This design comes from an exercise in tuning for small area, a short achievable clock period and few clock cycles per item on the open sky130 flow, not from production work. Function was checked by simulation only, so behaviour that the tests miss may differ from the original. No activity file was given, so power comes from the tool's default toggle rates.

## flow/design.v (module list and top-level ports; edited modules follow where they fit)
// module neurona_mac: 1734 lines
// module neurona_mac_selb: 18 lines
// module neurona_mac_fa: 10 lines
// module neurona_mac_c42: 17 lines
// module neurona_mac_c32: 16 lines
// module neurona_mac_ha: 9 lines
module neurona_mac #(
    parameter int Signo     = 1,
    parameter int Magnitud  = 7,
    parameter int Precision = 24,
    parameter int Width     = Signo + Magnitud + Precision,
    parameter int NEntradas = 4
) (
    input  logic             CLK,
    input  logic             RST,
    input  logic             Inicio,
    input  logic [Width-1:0] Sesgo,
    input  logic             EntradaValida,
    input  logic [Width-1:0] Entrada,
    input  logic [Width-1:0] Peso,
    output logic             Ocupado,
    output logic             Listo,
    output logic [Width-1:0] Salida,
    output logic             Error
);
  // ...
==> flow/flow/run.sh <==
#!/bin/bash
set -euo pipefail
MARGIN=$(cat flow/margin.txt)
bash standard.sh SETUP_SLACK_MARGIN=$MARGIN \
  "BUFFER_PORTS_ARGS=-buffer_cell sky130_fd_sc_hd__buf_2" \
  finish > orfs_make.log 2>&1
==> flow/flow/margin.txt <==
9.7
==> flow/standard.sh <==
#!/bin/bash
# synth_recipe.tcl (not shown) runs the flow's synth.tcl, then flattens the netlist and writes it again
# the make line also repeats each setting of config.mk as NAME=value (left out here)
make -C /OpenROAD-flow-scripts/flow DESIGN_CONFIG=/design/flow/config.mk WORK_HOME=/design/flow/orfs CLKGATE_MAP_FILE= SYNTH_SCRIPT=/design/flow/synth_recipe.tcl "${@:-finish}"
==> flow/config.mk <==
export PLATFORM = sky130hd
export DESIGN_NAME = neurona_mac
export DESIGN_NICKNAME = neurona_mac
export VERILOG_FILES = /design/flow/design.v
export SDC_FILE = /design/flow/constraint.sdc
export NUM_CORES = 4
export LEC_CHECK = 0
export CAP_MARGIN = 20
export CORE_MARGIN = 2
export CORE_UTILIZATION = 40
export SLEW_MARGIN = 20
export SYNTH_HIERARCHICAL = 1
export TNS_END_PERCENT = 0
==> flow/constraint.sdc <==
create_clock -name core_clock -period 13.5 [get_ports {CLK}]
set_input_delay 2.7000 -clock core_clock [delete_from_list [all_inputs] [get_ports {CLK}]]
set_output_delay 2.7000 -clock core_clock [all_outputs]
set_load 0.01 [all_outputs]
==> impl_results.html, run 1 <==
<table>
<tr><th>Metric</th><th>Value</th></tr>
<tr><th colspan="2">Detailed routing</th></tr>
<tr><td>DR WL met3</td><td>12600 um</td></tr>
<tr><td>Routed vias</td><td>25416</td></tr>
<tr><td>Detail Route met2 WL</td><td>46200 um</td></tr>
<tr><td>Per-cell via count in the routed design</td><td>6.10</td></tr>
<tr><th colspan="2">Cells and area</th></tr>
<tr><td>Clock distribution area overhead in the final layout</td><td>3.24%</td></tr>
<tr><td>End-of-flow core utilization</td><td>44.6%</td></tr>
<tr><td>Footprint of the flip-flops and latches</td><td>6190 sq um</td></tr>
<tr><td>Top library cells by usage in the layout, fill and taps aside</td><td>sky130_fd_sc_hd__xnor2_1 (557), sky130_fd_sc_hd__a22oi_1 (496), sky130_fd_sc_hd__fa_1 (469)</td></tr>
<tr><td>Proportion of cell area occupied by multi-input gates</td><td>71.2%</td></tr>
<tr><td>Multi-In Gates</td><td>2500</td></tr>
<tr><td>Post-route cell area</td><td>35900 sq um</td></tr>
<tr><td>Total of plain and repair buffers excluding clock buffers</td><td>235</td></tr>
<tr><th colspan="2">Power and ir drop</th></tr>
<tr><td>Power group with the largest share</td><td>combinational logic</td></tr>
<tr><td>Share of total power consumed by net switching</td><td>50.4%</td></tr>
<tr><th colspan="2">Synth</th></tr>
<tr><td>XOR/XNOR share of the synthesized area</td><td>16.5%</td></tr>
<tr><td>Mux cell area share after synthesis</td><td>1.07%</td></tr>
<tr><td>Share of the synthesized area in compound gates (AO/OA/AOI/OAI)</td><td>17.4%</td></tr>
<tr><td>Combinational family with the most area after synthesis</td><td>adder cells</td></tr>
<tr><td>Cell with the most instances after synthesis</td><td>sky130_fd_sc_hd__xnor2_1</td></tr>
<tr><td>Area share of fa/ha/maj cells after synthesis</td><td>35.9%</td></tr>
<tr><td>Most instantiated cells after synthesis</td><td>sky130_fd_sc_hd__xnor2_1 (557), sky130_fd_sc_hd__a22oi_1 (499), sky130_fd_sc_hd__fa_1 (470)</td></tr>
<tr><th colspan="2">Timing</th></tr>
<tr><td>Final Hold Viols</td><td>0</td></tr>
<tr><td>Max Freq</td><td>0.245 GHz</td></tr>
<tr><th colspan="2">CTS</th></tr>
<tr><td>Post-CTS Setup Bufs</td><td>19</td></tr>
<tr><td>PostCTS Resize Cnt</td><td>81</td></tr>
<tr><td>Root buffer selected by CTS</td><td>sky130_fd_sc_hd__clkbuf_16</td></tr>
<tr><th colspan="2">Floorplanning</th></tr>
<tr><td>I/O pin cnt</td><td>135</td></tr>
<tr><th colspan="2">Global routing</th></tr>
<tr><td>Pin count of the biggest net entering global routing</td><td>68</td></tr>
<tr><td>GR Layer Usage met3</td><td>7.26%</td></tr>
<tr><th colspan="2">Hold path</th></tr>
<tr><td>Class of the worst hold path</td><td>flop to flop</td></tr>
<tr><th colspan="2">Status</th></tr>
<tr><td>Outcome</td><td>finished clean</td></tr>
</table>
Testbench counts, summed over its fixed seeds: cycles 3,584, items 512.
==> run 2, diff against run 1 <==
--- a/flow/design.v
+++ b/flow/design.v
@@ -44,35 +44,35 @@
             else if (toma) cuenta_q <= cuenta_q + 3'd1;
             v1_q <= toma;
             l1_q <= toma && (cuenta_q == 3'(NEntradas - 1));
             v2_q <= v1_q;
             l2_q <= l1_q;
         end
     end
     localparam bit GATE = 1;
-    localparam bit GATE_NEG = 0;   
+    localparam bit GATE_NEG = 1;   
     logic [31:0] e1_q;
     logic        sg1_q;
     logic [15:0] one1_q, two1_q, neg1_q;
     logic [32:0] wx;
     logic [15:0] one_d, two_d;
     assign wx = {Peso, 1'b0};
     always_comb begin
         for (int i = 0; i < 16; i++) begin
             one_d[i] = wx[2*i+1] ^ wx[2*i];
             two_d[i] = (wx[2*i+2] & ~wx[2*i+1] & ~wx[2*i]) | (~wx[2*i+2] & wx[2*i+1] & wx[2*i]);
         end
     end
     always_ff @(posedge CLK) begin
         sg1_q  <= Entrada[31] ^ Peso[31];
-        e1_q   <= Entrada;
-        one1_q <= one_d & {16{toma}};
-        two1_q <= two_d & {16{toma}};
-        for (int i = 0; i < 16; i++) neg1_q[i] <= Peso[2*i+1];
+        e1_q   <= toma ? Entrada : 32'd0;
+        one1_q <= toma ? one_d : 16'd0;
+        two1_q <= toma ? two_d : 16'd0;
+        for (int i = 0; i < 16; i++) neg1_q[i] <= toma & Peso[2*i+1];
     end
     logic [33:0] ex, ey;
     assign ex = {e1_q[31], e1_q, 1'b0};
     assign ey = ex;
     localparam int SPLIT = 99;   
     logic [32:0] pp [16];
     always_comb begin
         for (int i = 0; i < 16; i++)
==> run 2 against run 1 <==
  * Critical endpoint is now salida_q[3]
  * Setup slack better by 0.12 ns
  * Critical path type unchanged
  * Largest cell class unchanged
  * Final area is 0.40% lower
  * Flip-flop and latch count unchanged
  * Clock power is 4% higher
==> impl_results.html, run 2 <==
<table>
<tr><th>Metric</th><th>Value</th></tr>
<tr><th colspan="2">Critical path</th></tr>
<tr><td>CP arrival</td><td>4.38 ns</td></tr>
<tr><td>Dominant delay contributor by cell family on the critical path</td><td>compound AO/OA/AOI/OAI gates</td></tr>
<tr><td>Required time at the endpoint of the critical path</td><td>13.93 ns</td></tr>
<tr><td>Kind of start point of the critical path</td><td>flop</td></tr>
<tr><td>Type of destination of the critical path</td><td>flop</td></tr>
<tr><td>Crit-path slowest cell</td><td>sky130_fd_sc_hd__fa_1</td></tr>
<tr><td>Worst-path maximum fanout</td><td>8</td></tr>
<tr><td>Critical register-to-register path endpoint</td><td>salida_q[3]</td></tr>
<tr><td>Crit path cell chain</td><td>fa_1, fa_1, ha_4, a21o_1, a31o_1, a21o_1, o311ai_4, o32a_4, nand2_2, nor4_4, buf_6, o41a_4, a31oi_1</td></tr>
<tr><td>CP bufs+invs</td><td>1</td></tr>
<tr><td>Startpoint-to-endpoint class of the critical path</td><td>flop to flop</td></tr>
<tr><td>R2R setup slack</td><td>9.55 ns</td></tr>
<tr><td>Maximum single-stage delay on the critical path</td><td>0.56 ns</td></tr>
<tr><td>R2R depth</td><td>13</td></tr>
<tr><td>Crit Reg-Reg Startpoint</td><td>r0_q[13]</td></tr>
<tr><th colspan="2">Cells and area</th></tr>
<tr><td>Top library cells by usage in the layout, fill and taps aside</td><td>sky130_fd_sc_hd__xnor2_1 (559), sky130_fd_sc_hd__a22oi_1 (500), sky130_fd_sc_hd__fa_1 (470)</td></tr>
<tr><td>Footprint of the flip-flops and latches</td><td>6220 sq um (+0.55%)</td></tr>
<tr><td>Multi-input logic area</td><td>25600 sq um</td></tr>
<tr><td>Top flop regs</td><td>r1_q x52, r0_q x51, acc_q x35</td></tr>
<tr><td>Number of filler instances in the final layout</td><td>7670</td></tr>
<tr><td>Largest register FFs</td><td>52</td></tr>
<tr><td># nets final</td><td>3855</td></tr>
<tr><td>Fraction of final layout cells with drive strength greater than 1</td><td>12.7%</td></tr>
<tr><td>Leading cell type in the layout, fill and taps excluded</td><td>sky130_fd_sc_hd__xnor2_1</td></tr>
<tr><td>Register bank with the most flops</td><td>r1_q</td></tr>
<tr><td>Area growth from synthesis to final layout</td><td>10.2%</td></tr>
<tr><td>Antenna diodes</td><td>0</td></tr>
<tr><th colspan="2">Placement</th></tr>
<tr><td>Final Wtd Congestion</td><td>0.896</td></tr>
<tr><td>Post-DP HPWL</td><td>67300 um</td></tr>
<tr><td>Number of I/O port buffers</td><td>134</td></tr>
<tr><td>DP Worst Slack</td><td>9.02 ns</td></tr>
<tr><th colspan="2">Synth</th></tr>
<tr><td>Top cells by area, synth</td><td>sky130_fd_sc_hd__fa_1 (29%), sky130_fd_sc_hd__dfxtp_1 (15%), sky130_fd_sc_hd__xnor2_1 (15%)</td></tr>
<tr><td>Post-synth EDFFs</td><td>0</td></tr>
<tr><td>Sequential fraction of the synthesis area</td><td>18.7%</td></tr>
<tr><td>Number of register bits inferred by synthesis</td><td>293</td></tr>
<tr><td>Area leader, netlist</td><td>sky130_fd_sc_hd__fa_1</td></tr>
<tr><td>Post-synthesis async set-or-reset flop share</td><td>15.0%</td></tr>
<tr><td>Average cell area after synthesis</td><td>10.3 sq um</td></tr>
<tr><td>Post-synthesis instance total</td><td>3140</td></tr>
<tr><td>Number of distinct library cells after synthesis</td><td>84</td></tr>
<tr><td>Most instantiated cells after synthesis</td><td>sky130_fd_sc_hd__xnor2_1 (560), sky130_fd_sc_hd__a22oi_1 (501), sky130_fd_sc_hd__fa_1 (470)</td></tr>
<tr><td>Top_reg_cell synth</td><td>sky130_fd_sc_hd__dfxtp_1</td></tr>
<tr><td>Area share of the leading cell type in the synthesized netlist</td><td>29.0%</td></tr>
<tr><td>Yosys Warn Count</td><td>9</td></tr>
<tr><td>Cell with the most instances after synthesis</td><td>sky130_fd_sc_hd__xnor2_1</td></tr>
<tr><td>Cell area after synthesis</td><td>32500 sq um</td></tr>
<tr><th colspan="2">Power and ir drop</th></tr>
<tr><td>Leakage power of the design</td><td>0.0144 uW</td></tr>
<tr><td>Worst supply voltage drop on vdd</td><td>84.6 uV</td></tr>
<tr><td>Overall Power</td><td>3440 uW</td></tr>
<tr><td>Power density over the cells</td><td>96.0 nW/um^2</td></tr>
<tr><th colspan="2">Floorplanning</th></tr>
<tr><td>Std cell rows</td><td>104</td></tr>
<tr><td>Area of the core</td><td>80400 sq um</td></tr>
<tr><td>Floorplan die area</td><td>83500 sq um</td></tr>
<tr><td>DIE WIDTH</td><td>289 um</td></tr>
<tr><td>Effective utilization at floorplan</td><td>40.4%</td></tr>
<tr><td>I/O pin cnt</td><td>135 (unchanged)</td></tr>
<tr><td>Vert. Die Dim</td><td>289 um</td></tr>
<tr><th colspan="2">CTS</th></tr>
<tr><td>Number of buffers on the longest clock path</td><td>3</td></tr>
<tr><td>Skew-Pair Late Insertion Delay</td><td>0.58 ns</td></tr>
<tr><td>Post-CTS Hold Fix Bufs</td><td>0</td></tr>
<tr><td>Max H-tree Level</td><td>2</td></tr>
<tr><td>Clock-pin slew of the registers on the worst-case setup and hold paths</td><td>0.06 ns</td></tr>
<tr><td>CTS tree</td><td>done</td></tr>
<tr><td>Number of buffers created by CTS</td><td>35</td></tr>
<tr><td>Root buffer selected by CTS</td><td>sky130_fd_sc_hd__clkbuf_16</td></tr>
<tr><td>Clock sink total</td><td>293</td></tr>
<tr><th colspan="2">Timing</th></tr>
<tr><td>Final hold slack</td><td>0.353 ns</td></tr>
<tr><td>Period Utilization, post-route</td><td>29.3%</td></tr>
<tr><td>Transition time at the pin with the least slew margin</td><td>0.813 ns</td></tr>
<tr><td>Setup TNS</td><td>0 ns</td></tr>
<tr><td>RSZ-0062 raised after global routing</td><td>true</td></tr>
<tr><td>Final worst clock skew</td><td>0.0344 ns</td></tr>
<tr><td>Number of setup violations in the final report</td><td>0</td></tr>
<tr><td>Final Hold Viols</td><td>0 (unchanged)</td></tr>
<tr><td>Final Critical Period</td><td>3.95 ns</td></tr>
<tr><td>Max Freq</td><td>0.253 GHz (+3.2%)</td></tr>
<tr><td>Final WS setup</td><td>9.55 ns</td></tr>
<tr><td>Count of final max-slew check failures</td><td>0</td></tr>
<tr><td>Worst slew margin relative to its limit</td><td>45.8%</td></tr>
<tr><th colspan="2">Global routing</th></tr>
<tr><td>Overflow left after global routing</td><td>0</td></tr>
<tr><td>Vias in the first global route</td><td>25809</td></tr>
<tr><td>Peak-usage layer in the global routing report</td><td>met2</td></tr>
<tr><td>GR Layer Usage met3</td><td>7.02% (-0.24 points)</td></tr>
<tr><td>Number of antenna violations at the first check in global routing</td><td>6</td></tr>
<tr><td>Pin count of the biggest net entering global routing</td><td>64 (-5.9%)</td></tr>
<tr><td>Global-route track usage on met2</td><td>37.5%</td></tr>
<tr><td>Grt met1 use</td><td>35.4%</td></tr>
<tr><td>Total GRT Usage</td><td>25.3%</td></tr>
<tr><td>Global-route wire length before repair</td><td>161000 um</td></tr>
<tr><th colspan="2">Hold path</th></tr>
<tr><td>Class of the worst hold path</td><td>flop to flop</td></tr>
<tr><td>Min-Delay Startpoint</td><td>v1_q</td></tr>
<tr><td>Hold Crit Endpoint</td><td>v2_q</td></tr>
<tr><td>Cells on Worst Hold Path</td><td>0</td></tr>
<tr><th colspan="2">Job</th></tr>
<tr><td>Max-cap violation count</td><td>0</td></tr>
<tr><th colspan="2">Detailed routing</th></tr>
<tr><td>Routed vias</td><td>25208 (-0.82%)</td></tr>
<tr><td>Detailed-route wire length</td><td>107000 um</td></tr>
<tr><td>Per-cell via count in the routed design</td><td>6.01 (-1.4%)</td></tr>
<tr><td>Antenna Violating Nets Remaining</td><td>0</td></tr>
<tr><td>Average wire per standard cell</td><td>25.4 um</td></tr>
<tr><td>Remaining design rule violation count</td><td>0</td></tr>
<tr><td>Number of DRC markers in iteration 0</td><td>2814</td></tr>
<tr><td>First-pass iteration count of the detailed router</td><td>7</td></tr>
<tr><th colspan="2">Status</th></tr>
<tr><td>Outcome</td><td>finished clean</td></tr>
</table>
==> run 2: cell count changes in the layout (fill, tap and decap cells not counted), sizes merged, moves of 7 or more <==
cell	previous run	this run
a21oi	67	76
a31oi	9	32
a41oi	33	3
and2	3	55
buf	231	213
mux2i	31	20
nand2	103	135
nand3	78	19
nand3b	4	19
nor2	134	102
o21ai	75	87
or3	12	21
or3b	1	15
xor2	53	46
==> run 2: cell families (layout without fill, tap and decap cells) <==
kind of cell	Yosys count	in the layout	share of synthesized area [%]
mux	25	26	0.789
other cells	1	17	0.0115
simple gates	458	459	7.33
xor+xnor	606	606	16.3
buf+inv	329	300	3.84
compound gates	778	781	17.1
fa+ha+maj	650	650	35.9
flops	293	293	18.7
==> run 2: per-layer routing <==
metal  share of wire [%]  vias to the layer above
met4                 3.6                        6
met1                  42                    12396
met5               0.037                        -
met3                  12                      312
li1                    -                    10878
met2                  42                     1616
==> run 2: worst max-delay path by stage <==
stage,from,end,slack [ns],cells past startpoint
after floorplan,r2_q[13],salida_q[25],9.71,12
after global placement,r0_q[11],salida_q[22],9.11,11
after detailed placement,r0_q[11],salida_q[22],9.02,11
after CTS,r0_q[13],salida_q[3],9.57,13
after global routing,r0_q[12],salida_q[15],9.43,11
final,r0_q[13],salida_q[3],9.55,13
==> run 2: final cells by class <==
| class | instances | share of cell area [%] |
|---|---|---|
| Multi-Input combinational cell | 2539 | 71.5 |
| Tap cell | 1060 | 3.70 |
| Sequential cell | 293 | 17.4 |
| Timing Repair Buffer | 213 | 3.72 |
| Clock inverter | 16 | 0.682 |
| Inverter | 23 | 0.241 |
| Clock buffer | 48 | 2.81 |
==> run 2: per-module statistics from Yosys, one instance, submodules excluded <==
module,cells,area [sq um],copies in the design
neurona_mac_ha,1,12.5,80
neurona_mac_fa,1,20.0,467
neurona_mac,2593,22100,1
==> run 2: stage by stage <==
step                      utilization (%)  area, sq um  std cells
after floorplan                         -        32600       3156
after global placement               42.2        33900       4101
after detailed placement             42.2        33900       4101
after CTS                            44.3        35600       4187
after global routing                 44.5        35800       4192
final                                44.5        35800       4192
==> run 2: worst register-to-register path: stages (launching register included) <==
cell and delay (ns):
sky130_fd_sc_hd__dfxtp_2 0.32, sky130_fd_sc_hd__fa_1 0.56, sky130_fd_sc_hd__fa_1 0.46, sky130_fd_sc_hd__ha_4 0.27
sky130_fd_sc_hd__a21o_1 0.18, sky130_fd_sc_hd__a31o_1 0.25, sky130_fd_sc_hd__a21o_1 0.20, sky130_fd_sc_hd__o311ai_4 0.36
sky130_fd_sc_hd__o32a_4 0.30, sky130_fd_sc_hd__nand2_2 0.11, sky130_fd_sc_hd__nor4_4 0.29, sky130_fd_sc_hd__buf_6 0.18
sky130_fd_sc_hd__o41a_4 0.23, sky130_fd_sc_hd__a31oi_1 0.11
==> run 2: power by group <==
group	internal (uW)	switching (uW)	total, uW
Clock	607	406	1010
Combinational	558	764	1320
Sequential	956	146	1100
Total	2120	1320	3440
==> run 2: timing repair <==
item                                    in CTS  in global routing
resized for setup                           61                 14
pin swaps                                   31                  3
endpoints found under the setup margin     133                182
gates cloned                                 4                  1
buffers inserted                            18                  3
Testbench counts of run 2, summed over its fixed seeds: cycles 3,584, items 512.
==> run 3, diff against run 2 <==
==> flow/flow/run.sh (replaced) <==
#!/bin/bash
set -euo pipefail
MARGIN=$(cat flow/margin.txt)
bash standard.sh SETUP_SLACK_MARGIN=$MARGIN \
  "BUFFER_PORTS_ARGS=-buffer_cell sky130_fd_sc_hd__buf_1" \
  finish > orfs_make.log 2>&1
==> run 3 against run 2 <==
  * Sequential power hardly changed
  * Cell count hardly changed
  * Non-clock buffer count is 6 higher
  * Highest routed layer unchanged
  * Still clean on timing, DRC and antenna
  * Flip-flop and latch count stayed put
  * Final area is 0.71% lower
  * Largest power group unchanged
  * Worst hold slack worse by 0.0042 ns
  * Global-route usage is 0.19 points higher
==> impl_results.html, run 3 <==
<table>
<tr><th>Metric</th><th>Value</th></tr>
<tr><th colspan="2">Synth</th></tr>
<tr><td>Top cells by area, synth</td><td>sky130_fd_sc_hd__fa_1 (29%), sky130_fd_sc_hd__dfxtp_1 (15%), sky130_fd_sc_hd__xnor2_1 (15%)</td></tr>
<tr><td>Number of register bits inferred by synthesis</td><td>293 (unchanged)</td></tr>
<tr><td>Area share of the leading cell type in the synthesized netlist</td><td>29.0% (unchanged)</td></tr>
<tr><td>Area leader, netlist</td><td>sky130_fd_sc_hd__fa_1</td></tr>
<tr><td>Post-synth EDFFs</td><td>0 (unchanged)</td></tr>
<tr><td>Cell area after synthesis</td><td>32500 sq um (unchanged)</td></tr>
<tr><td>Post-synthesis async set-or-reset flop share</td><td>15.0% (unchanged)</td></tr>
<tr><td>Number of distinct library cells after synthesis</td><td>84 (unchanged)</td></tr>
<tr><td>Average cell area after synthesis</td><td>10.3 sq um (unchanged)</td></tr>
<tr><td>Most instantiated cells after synthesis</td><td>sky130_fd_sc_hd__xnor2_1 (560), sky130_fd_sc_hd__a22oi_1 (501), sky130_fd_sc_hd__fa_1 (470)</td></tr>
<tr><td>Top_reg_cell synth</td><td>sky130_fd_sc_hd__dfxtp_1</td></tr>
<tr><td>Sequential fraction of the synthesis area</td><td>18.7% (unchanged)</td></tr>
<tr><td>Post-synthesis instance total</td><td>3140 (unchanged)</td></tr>
<tr><td>Yosys Warn Count</td><td>9 (unchanged)</td></tr>
<tr><td>Cell with the most instances after synthesis</td><td>sky130_fd_sc_hd__xnor2_1</td></tr>
<tr><th colspan="2">Timing</th></tr>
<tr><td>Setup TNS</td><td>0 ns (unchanged)</td></tr>
<tr><td>RSZ-0062 raised after global routing</td><td>true</td></tr>
<tr><td>Final worst clock skew</td><td>0.0208 ns (-0.0135 ns)</td></tr>
<tr><td>Final Hold Viols</td><td>0 (unchanged)</td></tr>
<tr><td>Number of setup violations in the final report</td><td>0 (unchanged)</td></tr>
<tr><td>Max Freq</td><td>0.252 GHz (-0.21%)</td></tr>
<tr><td>Transition time at the pin with the least slew margin</td><td>1.17 ns (+0.357 ns)</td></tr>
<tr><td>Final WS setup</td><td>9.54 ns (-0.00845 ns)</td></tr>
<tr><td>Count of final max-slew check failures</td><td>0 (unchanged)</td></tr>
<tr><td>Worst slew margin relative to its limit</td><td>21.2% (-25 points)</td></tr>
<tr><td>Final Critical Period</td><td>3.96 ns (+0.00845 ns)</td></tr>
<tr><td>Period Utilization, post-route</td><td>29.3% (+0.063 points)</td></tr>
<tr><th colspan="2">Power and ir drop</th></tr>
<tr><td>Power density over the cells</td><td>93.8 nW/um^2 (-2.3%)</td></tr>
<tr><td>Internal power contribution</td><td>2030 uW (-4.4%)</td></tr>
<tr><td>Worst supply voltage drop on vdd</td><td>87.9 uV (+4.0%)</td></tr>
<tr><td>Switching power</td><td>1310 uW (-0.78%)</td></tr>
<tr><td>Share of total power in the clock network</td><td>28.4% (-1.1 points)</td></tr>
<tr><td>Gate power share</td><td>38.5% (about the same)</td></tr>
<tr><td>Share of total power consumed by net switching</td><td>39.2% (+0.89 points)</td></tr>
<tr><td>Portion of total power attributed to sequential cells</td><td>33.1% (+1.0 points)</td></tr>
<tr><td>Leakage power of the design</td><td>0.0140 uW (-2.9%)</td></tr>
<tr><th colspan="2">Cells and area</th></tr>
<tr><td>Top library cells by usage in the layout, fill and taps aside</td><td>sky130_fd_sc_hd__xnor2_1 (559), sky130_fd_sc_hd__a22oi_1 (501), sky130_fd_sc_hd__fa_1 (470)</td></tr>
<tr><td># nets final</td><td>3860 (+0.13%)</td></tr>
<tr><td>Leading cell type in the layout, fill and taps excluded</td><td>sky130_fd_sc_hd__xnor2_1</td></tr>
<tr><td>Top flop regs</td><td>r1_q x52, r0_q x51, acc_q x35</td></tr>
<tr><td>Area growth from synthesis to final layout</td><td>9.40%</td></tr>
<tr><td>Largest register FFs</td><td>52 (unchanged)</td></tr>
<tr><td>Antenna diodes</td><td>0 (unchanged)</td></tr>
<tr><td>Fraction of final layout cells with drive strength greater than 1</td><td>8.59% (-4.1 points)</td></tr>
<tr><td>Register bank with the most flops</td><td>r1_q</td></tr>
<tr><th colspan="2">Critical path</th></tr>
<tr><td>Crit. path cell count</td><td>8 (-5)</td></tr>
<tr><td>Crit path cell chain</td><td>buf_4, a22oi_1, xnor2_1, fa_1, fa_1, fa_1, fa_1, fa_1</td></tr>
<tr><td>CP dominant cell by count</td><td>sky130_fd_sc_hd__fa_1</td></tr>
<tr><td>Type of destination of the critical path</td><td>flop</td></tr>
<tr><td>Startpoint-to-endpoint class of the critical path</td><td>flop to flop</td></tr>
<tr><td>Maximum single-stage delay on the critical path</td><td>0.66 ns (+0.10 ns)</td></tr>
<tr><td>CP bufs+invs</td><td>1 (unchanged)</td></tr>
<tr><td>R2R depth</td><td>8 (-5)</td></tr>
<tr><td>Kind of start point of the critical path</td><td>flop</td></tr>
<tr><td>CP arrival</td><td>4.43 ns (+0.05 ns)</td></tr>
<tr><td>Required time at the endpoint of the critical path</td><td>13.97 ns (+0.04 ns)</td></tr>
<tr><td>Dominant delay contributor by cell family on the critical path</td><td>adder cells</td></tr>
<tr><td>Crit-path slowest cell</td><td>sky130_fd_sc_hd__fa_1</td></tr>
<tr><td>Worst-path maximum fanout</td><td>18 (+10)</td></tr>
<tr><th colspan="2">Global routing</th></tr>
<tr><td>Global-route wire length before repair</td><td>162000 um (+0.88%)</td></tr>
<tr><td>Number of antenna violations at the first check in global routing</td><td>2 (-4)</td></tr>
<tr><td>Overflow left after global routing</td><td>0 (unchanged)</td></tr>
<tr><td>Vias in the first global route</td><td>26075 (+1.0%)</td></tr>
<tr><td>Pin count of the biggest net entering global routing</td><td>67 (+4.7%)</td></tr>
<tr><td>Total GRT Usage</td><td>25.5% (+0.19 points)</td></tr>
<tr><th colspan="2">Detailed routing</th></tr>
<tr><td>First-pass iteration count of the detailed router</td><td>7 (unchanged)</td></tr>
<tr><td>Per-cell via count in the routed design</td><td>6.02 (+0.14%)</td></tr>
<tr><td>Detailed-route wire length</td><td>107000 um (+0.63%)</td></tr>
<tr><td>Average wire per standard cell</td><td>25.6 um (+0.61%)</td></tr>
<tr><td>Number of DRC markers in iteration 0</td><td>2723 (-3.2%)</td></tr>
<tr><td>Remaining design rule violation count</td><td>0 (unchanged)</td></tr>
<tr><td>Antenna Violating Nets Remaining</td><td>0 (unchanged)</td></tr>
<tr><td>Routed vias</td><td>25249 (+0.16%)</td></tr>
<tr><th colspan="2">Hold path</th></tr>
<tr><td>Cells on Worst Hold Path</td><td>0 (unchanged)</td></tr>
<tr><td>Class of the worst hold path</td><td>flop to flop</td></tr>
<tr><th colspan="2">Placement</th></tr>
<tr><td>DP Worst Slack</td><td>9.05 ns (+0.0383 ns)</td></tr>
<tr><td>Number of I/O port buffers</td><td>134 (unchanged)</td></tr>
<tr><td>Post-DP HPWL</td><td>67600 um (+0.44%)</td></tr>
<tr><td>Final Wtd Congestion</td><td>0.889 (-0.80%)</td></tr>
<tr><th colspan="2">CTS</th></tr>
<tr><td>Clock sink total</td><td>293 (unchanged)</td></tr>
<tr><td>Clock-pin slew of the registers on the worst-case setup and hold paths</td><td>0.06 ns (about the same)</td></tr>
<tr><td>CTS tree</td><td>done</td></tr>
<tr><td>Root buffer selected by CTS</td><td>sky130_fd_sc_hd__clkbuf_16</td></tr>
<tr><td>Max H-tree Level</td><td>2 (unchanged)</td></tr>
<tr><td>Post-CTS Hold Fix Bufs</td><td>0 (unchanged)</td></tr>
<tr><td>Number of buffers created by CTS</td><td>35 (unchanged)</td></tr>
<tr><td>Number of buffers on the longest clock path</td><td>3 (unchanged)</td></tr>
<tr><td>Skew-Pair Late Insertion Delay</td><td>0.57 ns (about the same)</td></tr>
<tr><th colspan="2">Floorplanning</th></tr>
<tr><td>I/O pin cnt</td><td>135 (unchanged)</td></tr>
<tr><td>DIE WIDTH</td><td>289 um (unchanged)</td></tr>
<tr><td>Effective utilization at floorplan</td><td>40.4% (unchanged)</td></tr>
<tr><td>Area of the core</td><td>80400 sq um (unchanged)</td></tr>
<tr><td>Floorplan die area</td><td>83500 sq um (unchanged)</td></tr>
<tr><td>Std cell rows</td><td>104 (unchanged)</td></tr>
<tr><td>Vert. Die Dim</td><td>289 um (unchanged)</td></tr>
<tr><th colspan="2">Job</th></tr>
<tr><td>Max-cap violation count</td><td>0 (unchanged)</td></tr>
<tr><th colspan="2">Status</th></tr>
<tr><td>Outcome</td><td>finished clean</td></tr>
</table>
## run 3: final timing paths
kind / from / endpoint / slack [ns]
min reg2reg: v1_q / v2_q / 0.35
min in group asynchronous: RST / salida_q[6] / 2.27
min: v1_q / v2_q / 0.35
max reg2reg: one1_q[3] / r2_q[22] / 9.54
max: one1_q[3] / r2_q[22] / 9.54
max in group asynchronous: RST / cuenta_q[2] / 10.79
## run 3: final cells by class
type,instances,area [sq um]
clock buffers,44,980
clock inverters,16,163
fillers,7683,44900
inverters,23,86.3
multi-input cells,2538,25600
flip-flops and latches,293,6210
well taps,1060,1330
repair buffers,219,1210
## run 3: what timing repair did
item,CTS,global route
endpoints found under the hold margin,0,0
gates cloned,4,1
buffers inserted,12,11
endpoints found under the setup margin,112,191
resized for setup,50,28
pin swaps,24,22
## run 3: power by group through the flow
stage | registers [uW] | clock network, uW | logic [uW]
2_1_floorplan | 1090 | 0 | 848
3_3_place_gp | 1120 | 0 | 1120
3_5_place_dp | 1120 | 0 | 1120
4_1_cts | 1100 | 973 | 1240
5_1_grt | 1120 | 998 | 1430
6_report | 1100 | 948 | 1280
## run 3: per-stage QoR
step	area (sq um)	power, uW	hold slack (ns)	util (%)	instances
finish	35500	3330	0.349	44.2	4193
global route	35500	3540	0.354	44.2	4193
CTS	35300	3320	0.349	43.9	4181
detailed placement	33800	2250	0.335	42.0	4105
global placement	33800	2240	0.334	42.0	4105
floorplan	32600	1940	0.310	-	3156
## run 3: kinds of logic after synthesis
logic type | count (synthesis) | share of synthesized area [%]
buffers and inverters | 329 | 3.84
multiplexers | 25 | 0.789
AND/OR/NAND/NOR | 458 | 7.33
other | 1 | 0.0115
XOR/XNOR | 606 | 16.3
flip-flops | 293 | 18.7
AO/OA/AOI/OAI | 778 | 17.1
adder cells (fa/ha/maj) | 650 | 35.9
## run 3: per-layer routing
metal | vias to the layer above | global-route usage, % | part of all wire, %
met1 | 12407 | 34.8 | 41
met3 | 322 | 8.20 | 12
met4 | 5 | 9.29 | 4.0
met5 | - | 0 | 0.082
li1 | 10884 | - | -
met2 | 1631 | 37.8 | 42
## run 3: Yosys stat by module, one instance, submodules excluded
module          cells  times used  flops+latches
neurona_mac      2593           1            293
neurona_mac_fa      1         467              0
neurona_mac_ha      1          80              0
==> run 4, diff against run 3 <==
==> flow/flow/margin.txt (replaced) <==
9.5
==> run 4 against run 3 <==
  * Critical path type unchanged
  * Die area stayed put
  * Fmax shrank 3.2%
  * Via count down 0.12%
  * Largest power group unchanged
==> impl_results.html, run 4 <==
<table>
<tr><th>Metric</th><th>Value</th></tr>
<tr><th colspan="2">Status</th></tr>
<tr><td>Outcome</td><td>finished clean</td></tr>
<tr><th colspan="2">Timing</th></tr>
<tr><td>Final Critical Period</td><td>4.09 ns (+0.132 ns)</td></tr>
<tr><td>Transition time at the pin with the least slew margin</td><td>0.977 ns (-0.193 ns)</td></tr>
<tr><td>Max Freq</td><td>0.244 GHz (-3.2%)</td></tr>
<tr><td>Number of setup violations in the final report</td><td>0 (unchanged)</td></tr>
<tr><td>Count of final max-slew check failures</td><td>0 (unchanged)</td></tr>
<tr><td>Setup TNS</td><td>0 ns (unchanged)</td></tr>
<tr><td>Final worst clock skew</td><td>0.0528 ns (+0.0320 ns)</td></tr>
<tr><td>Period Utilization, post-route</td><td>30.3% (+0.98 points)</td></tr>
<tr><td>RSZ-0062 raised after global routing</td><td>true</td></tr>
<tr><td>Worst slew margin relative to its limit</td><td>34.9% (+14 points)</td></tr>
<tr><td>Final Hold Viols</td><td>0 (unchanged)</td></tr>
<tr><th colspan="2">Critical path</th></tr>
<tr><td>Type of destination of the critical path</td><td>flop</td></tr>
<tr><td>Maximum single-stage delay on the critical path</td><td>0.97 ns (+0.31 ns)</td></tr>
<tr><td>Required time at the endpoint of the critical path</td><td>13.94 ns (-0.03 ns)</td></tr>
<tr><td>Crit-path slowest cell</td><td>sky130_fd_sc_hd__dfxtp_2</td></tr>
<tr><td>Crit Reg-Reg Startpoint</td><td>two1_q[15]</td></tr>
<tr><td>CP arrival</td><td>4.53 ns (+0.10 ns)</td></tr>
<tr><td>Startpoint-to-endpoint class of the critical path</td><td>flop to flop</td></tr>
<tr><td>R2R depth</td><td>7 (-1)</td></tr>
<tr><td>Worst-path maximum fanout</td><td>32 (+14)</td></tr>
<tr><td>Critical register-to-register path endpoint</td><td>r2_q[24]</td></tr>
<tr><td>R2R setup slack</td><td>9.41 ns (-0.13 ns)</td></tr>
<tr><td>Kind of start point of the critical path</td><td>flop</td></tr>
<tr><td>Crit path cell chain</td><td>a22oi_1, xnor2_1, fa_1, fa_1, fa_1, fa_1, fa_1</td></tr>
<tr><td>CP dominant cell by count</td><td>sky130_fd_sc_hd__fa_1</td></tr>
<tr><th colspan="2">Synth</th></tr>
<tr><td>Post-synthesis instance total</td><td>3140 (unchanged)</td></tr>
<tr><td>Area share of the leading cell type in the synthesized netlist</td><td>29.0% (unchanged)</td></tr>
<tr><td>Area leader, netlist</td><td>sky130_fd_sc_hd__fa_1</td></tr>
<tr><td>Cell area after synthesis</td><td>32500 sq um (unchanged)</td></tr>
<tr><td>Number of register bits inferred by synthesis</td><td>293 (unchanged)</td></tr>
<tr><td>Top cells by area, synth</td><td>sky130_fd_sc_hd__fa_1 (29%), sky130_fd_sc_hd__dfxtp_1 (15%), sky130_fd_sc_hd__xnor2_1 (15%)</td></tr>
<tr><td>Number of distinct library cells after synthesis</td><td>84 (unchanged)</td></tr>
<tr><td>Top_reg_cell synth</td><td>sky130_fd_sc_hd__dfxtp_1</td></tr>
<tr><td>Average cell area after synthesis</td><td>10.3 sq um (unchanged)</td></tr>
<tr><td>Post-synth EDFFs</td><td>0 (unchanged)</td></tr>
<tr><td>Yosys Warn Count</td><td>9 (unchanged)</td></tr>
<tr><td>Most instantiated cells after synthesis</td><td>sky130_fd_sc_hd__xnor2_1 (560), sky130_fd_sc_hd__a22oi_1 (501), sky130_fd_sc_hd__fa_1 (470)</td></tr>
<tr><td>Sequential fraction of the synthesis area</td><td>18.7% (unchanged)</td></tr>
<tr><td>Cell with the most instances after synthesis</td><td>sky130_fd_sc_hd__xnor2_1</td></tr>
<tr><td>Post-synthesis async set-or-reset flop share</td><td>15.0% (unchanged)</td></tr>
<tr><th colspan="2">Cells and area</th></tr>
<tr><td>Register bank with the most flops</td><td>r1_q</td></tr>
<tr><td>Multi-input logic area</td><td>25500 sq um (-0.13%)</td></tr>
<tr><td>Top flop regs</td><td>r1_q x52, r0_q x51, acc_q x35</td></tr>
<tr><td>Area growth from synthesis to final layout</td><td>8.83%</td></tr>
<tr><td>Footprint of the flip-flops and latches</td><td>6210 sq um (about the same)</td></tr>
<tr><td>Top library cells by usage in the layout, fill and taps aside</td><td>sky130_fd_sc_hd__xnor2_1 (559), sky130_fd_sc_hd__a22oi_1 (501), sky130_fd_sc_hd__fa_1 (470)</td></tr>
<tr><td># nets final</td><td>3842 (-0.47%)</td></tr>
<tr><td>End-of-flow core utilization</td><td>44.0% (-0.23 points)</td></tr>
<tr><td>Largest register FFs</td><td>52 (unchanged)</td></tr>
<tr><td>Number of filler instances in the final layout</td><td>7666 (-0.22%)</td></tr>
<tr><td>Fraction of final layout cells with drive strength greater than 1</td><td>7.67% (-0.92 points)</td></tr>
<tr><td>Antenna diodes</td><td>0 (unchanged)</td></tr>
<tr><td>Leading cell type in the layout, fill and taps excluded</td><td>sky130_fd_sc_hd__xnor2_1</td></tr>
<tr><th colspan="2">Power and ir drop</th></tr>
<tr><td>Share of total power consumed by net switching</td><td>38.7% (-0.47 points)</td></tr>
<tr><td>Share of total power in the clock network</td><td>28.8% (+0.4 points)</td></tr>
<tr><td>Switching power</td><td>1290 uW (-1.6%)</td></tr>
<tr><td>Power density over the cells</td><td>93.9 nW/um^2 (+0.12%)</td></tr>
<tr><td>Worst supply voltage drop on vdd</td><td>85.6 uV (-2.6%)</td></tr>
<tr><td>Overall Power</td><td>3320 uW (-0.40%)</td></tr>
<tr><td>Internal power contribution</td><td>2030 uW (+0.36%)</td></tr>
<tr><td>Leakage power of the design</td><td>0.0139 uW (-0.58%)</td></tr>
<tr><td>Gate power share</td><td>38.0% (-0.5 points)</td></tr>
<tr><td>Portion of total power attributed to sequential cells</td><td>33.2% (about the same)</td></tr>
<tr><th colspan="2">Global routing</th></tr>
<tr><td>Overflow left after global routing</td><td>0 (unchanged)</td></tr>
<tr><td>Number of antenna violations at the first check in global routing</td><td>2 (unchanged)</td></tr>
<tr><td>Vias in the first global route</td><td>26105 (+0.12%)</td></tr>
<tr><td>Global-route wire length before repair</td><td>162000 um (+0.17%)</td></tr>
<tr><td>Total GRT Usage</td><td>25.5% (about the same)</td></tr>
<tr><td>Pin count of the biggest net entering global routing</td><td>69 (+3.0%)</td></tr>
<tr><th colspan="2">Placement</th></tr>
<tr><td>Final Wtd Congestion</td><td>0.898 (+1.0%)</td></tr>
<tr><td>Number of I/O port buffers</td><td>134 (unchanged)</td></tr>
<tr><td>Post-DP HPWL</td><td>67300 um (-0.34%)</td></tr>
<tr><th colspan="2">Detailed routing</th></tr>
<tr><td>Remaining design rule violation count</td><td>0 (unchanged)</td></tr>
<tr><td>Antenna Violating Nets Remaining</td><td>0 (unchanged)</td></tr>
<tr><td>Routed vias</td><td>25219 (-0.12%)</td></tr>
<tr><td>Average wire per standard cell</td><td>25.6 um (about the same)</td></tr>
<tr><td>Detailed-route wire length</td><td>107000 um (-0.34%)</td></tr>
<tr><td>Per-cell via count in the routed design</td><td>6.04 (+0.26%)</td></tr>
<tr><td>First-pass iteration count of the detailed router</td><td>6 (-1)</td></tr>
<tr><td>Number of DRC markers in iteration 0</td><td>2911 (+6.9%)</td></tr>
<tr><th colspan="2">CTS</th></tr>
<tr><td>Post-CTS Hold Fix Bufs</td><td>0 (unchanged)</td></tr>
<tr><td>Root buffer selected by CTS</td><td>sky130_fd_sc_hd__clkbuf_16</td></tr>
<tr><td>Clock sink total</td><td>293 (unchanged)</td></tr>
<tr><td>Clock-pin slew of the registers on the worst-case setup and hold paths</td><td>0.06 ns (about the same)</td></tr>
<tr><td>Number of buffers created by CTS</td><td>34 (-2.9%)</td></tr>
<tr><td>Number of buffers on the longest clock path</td><td>3 (unchanged)</td></tr>
<tr><td>Skew-Pair Late Insertion Delay</td><td>0.59 ns (+0.02 ns)</td></tr>
<tr><td>Max H-tree Level</td><td>2 (unchanged)</td></tr>
<tr><td>CTS tree</td><td>done</td></tr>
<tr><th colspan="2">Hold path</th></tr>
<tr><td>Cells on Worst Hold Path</td><td>0 (unchanged)</td></tr>
<tr><td>Class of the worst hold path</td><td>flop to flop</td></tr>
<tr><td>Min-Delay Startpoint</td><td>l1_q</td></tr>
<tr><td>Hold Crit Endpoint</td><td>l2_q</td></tr>
<tr><th colspan="2">Floorplanning</th></tr>
<tr><td>Std cell rows</td><td>104 (unchanged)</td></tr>
<tr><td>I/O pin cnt</td><td>135 (unchanged)</td></tr>
<tr><td>DIE WIDTH</td><td>289 um (unchanged)</td></tr>
<tr><td>Floorplan die area</td><td>83500 sq um (unchanged)</td></tr>
<tr><td>Effective utilization at floorplan</td><td>40.4% (unchanged)</td></tr>
<tr><td>Area of the core</td><td>80400 sq um (unchanged)</td></tr>
<tr><td>Vert. Die Dim</td><td>289 um (unchanged)</td></tr>
<tr><th colspan="2">Job</th></tr>
<tr><td>Max-cap violation count</td><td>0 (unchanged)</td></tr>
</table>
## run 4: modules after synthesis (local to each module, per instance)
| module | area, sq um | copies in the design | cells inside |
|---|---|---|---|
| neurona_mac | 22100 | 1 | 2593 |
| neurona_mac_fa | 20.0 | 467 | 1 |
| neurona_mac_ha | 12.5 | 80 | 1 |
## run 4: worst max-delay path: cells and delay by family (launching register included)
| family | cells | cell delay, ns |
|---|---|---|
| compound gates | 1 | 0.25 |
| xor+xnor | 1 | 0.21 |
| fa+ha+maj | 5 | 2.54 |
| flops | 1 | 0.97 |
## run 4: power by group through the flow
stage                     combinational, uW  sequential (uW)  clock (uW)
after CTS                              1210             1100         977
after floorplan                         836             1090           0
final                                  1260             1100         956
after detailed placement               1110             1120           0
after global placement                 1110             1130           0
after global routing                   1400             1120        1010
## run 4: layer usage
layer  up-vias  global-route usage (%)  share of wire [%]
li1      10845                       -                  -
met5         -                       0              0.025
met2      1659                    37.2                 42
met1     12400                    35.6                 42
met4         4                    9.64                3.8
met3       311                    7.50                 12
## run 4: repair_timing
action / 4_1_cts / 5_1_grt
pin swaps: 11 / 14
resized for setup: 47 / 22
setup endpoints to repair: 74 / 53
gates cloned: 3 / 1
buffers inserted: 5 / 4
## run 4: metrics by stage
| stage | setup slack, ns | hold WS (ns) | area [sq um] | cells |
|---|---|---|---|---|
| 2_1_floorplan | 9.55 | 0.310 | 32600 | 3156 |
| 3_3_place_gp | 8.83 | 0.333 | 33700 | 4102 |
| 3_5_place_dp | 8.75 | 0.337 | 33700 | 4102 |
| 4_1_cts | 9.48 | 0.351 | 35200 | 4171 |
| 5_1_grt | 9.37 | 0.353 | 35400 | 4177 |
| 6_report | 9.41 | 0.349 | 35400 | 4177 |
## run 4: logic make-up after synthesis
logic type               Yosys count  share of synthesized area (%)
adder cells (fa/ha/maj)          650                           35.9
AO/OA/AOI/OAI                    778                           17.1
XOR/XNOR                         606                           16.3
multiplexers                      25                          0.789
buffers and inverters            329                           3.84
flip-flops                       293                           18.7
AND/OR/NAND/NOR                  458                           7.33
other                              1                         0.0115
## run 4: final cells by class
type	count	area share [%]
well taps	1060	3.75
inverters	23	0.248
multi-input cells	2538	72.2
clock inverters	13	0.495
repair buffers	202	2.99
flip-flops and latches	293	17.6
clock buffers	48	2.73
## run 4: worst max path at each step
stage                              end  startpoint
after global placement    salida_q[22]    r0_q[11]
after CTS                 salida_q[13]    r2_q[13]
after detailed placement  salida_q[22]     r0_q[9]
final                         r2_q[24]  two1_q[15]
after floorplan           salida_q[25]    r0_q[13]
after global routing      salida_q[29]    r1_q[31]

-- what the ideal ports hide --
Ports are ideal in the flow. The routed layouts listed here were re-timed in OpenROAD. Step 1, drivers: a clkbuf_16 drives CLK and a buf_2 each remaining input, both assumed. Step 2, shift: input delay + t, output delay - t, t = (earliest + latest rising clock arrival at the registers) / 2. This alone moves slack from input paths to output paths. a / b / c = no drivers / after step 1 / after step 2; a / b = the first two.
| run | t, ns | slack for setup (ns) | worst slew at a driven data input, ns |
|---|---|---|---|
| run 1 | 0.614 | 9.423 / 9.423 / 9.423 | 0.06 |
| run 2 | 0.629 | 9.548 / 9.548 / 9.016 | 0.12 |
| run 3 | 0.627 | 9.539 / 9.539 / 8.998 | 0.10 |
| run 4 | 0.627 | 9.407 / 9.407 / 8.956 | 0.12 |
After both steps every run listed still meets setup and hold. The setup slack of run 3, which loses most, moves by 0.000 ns with the drivers and by -0.541 ns with both steps.
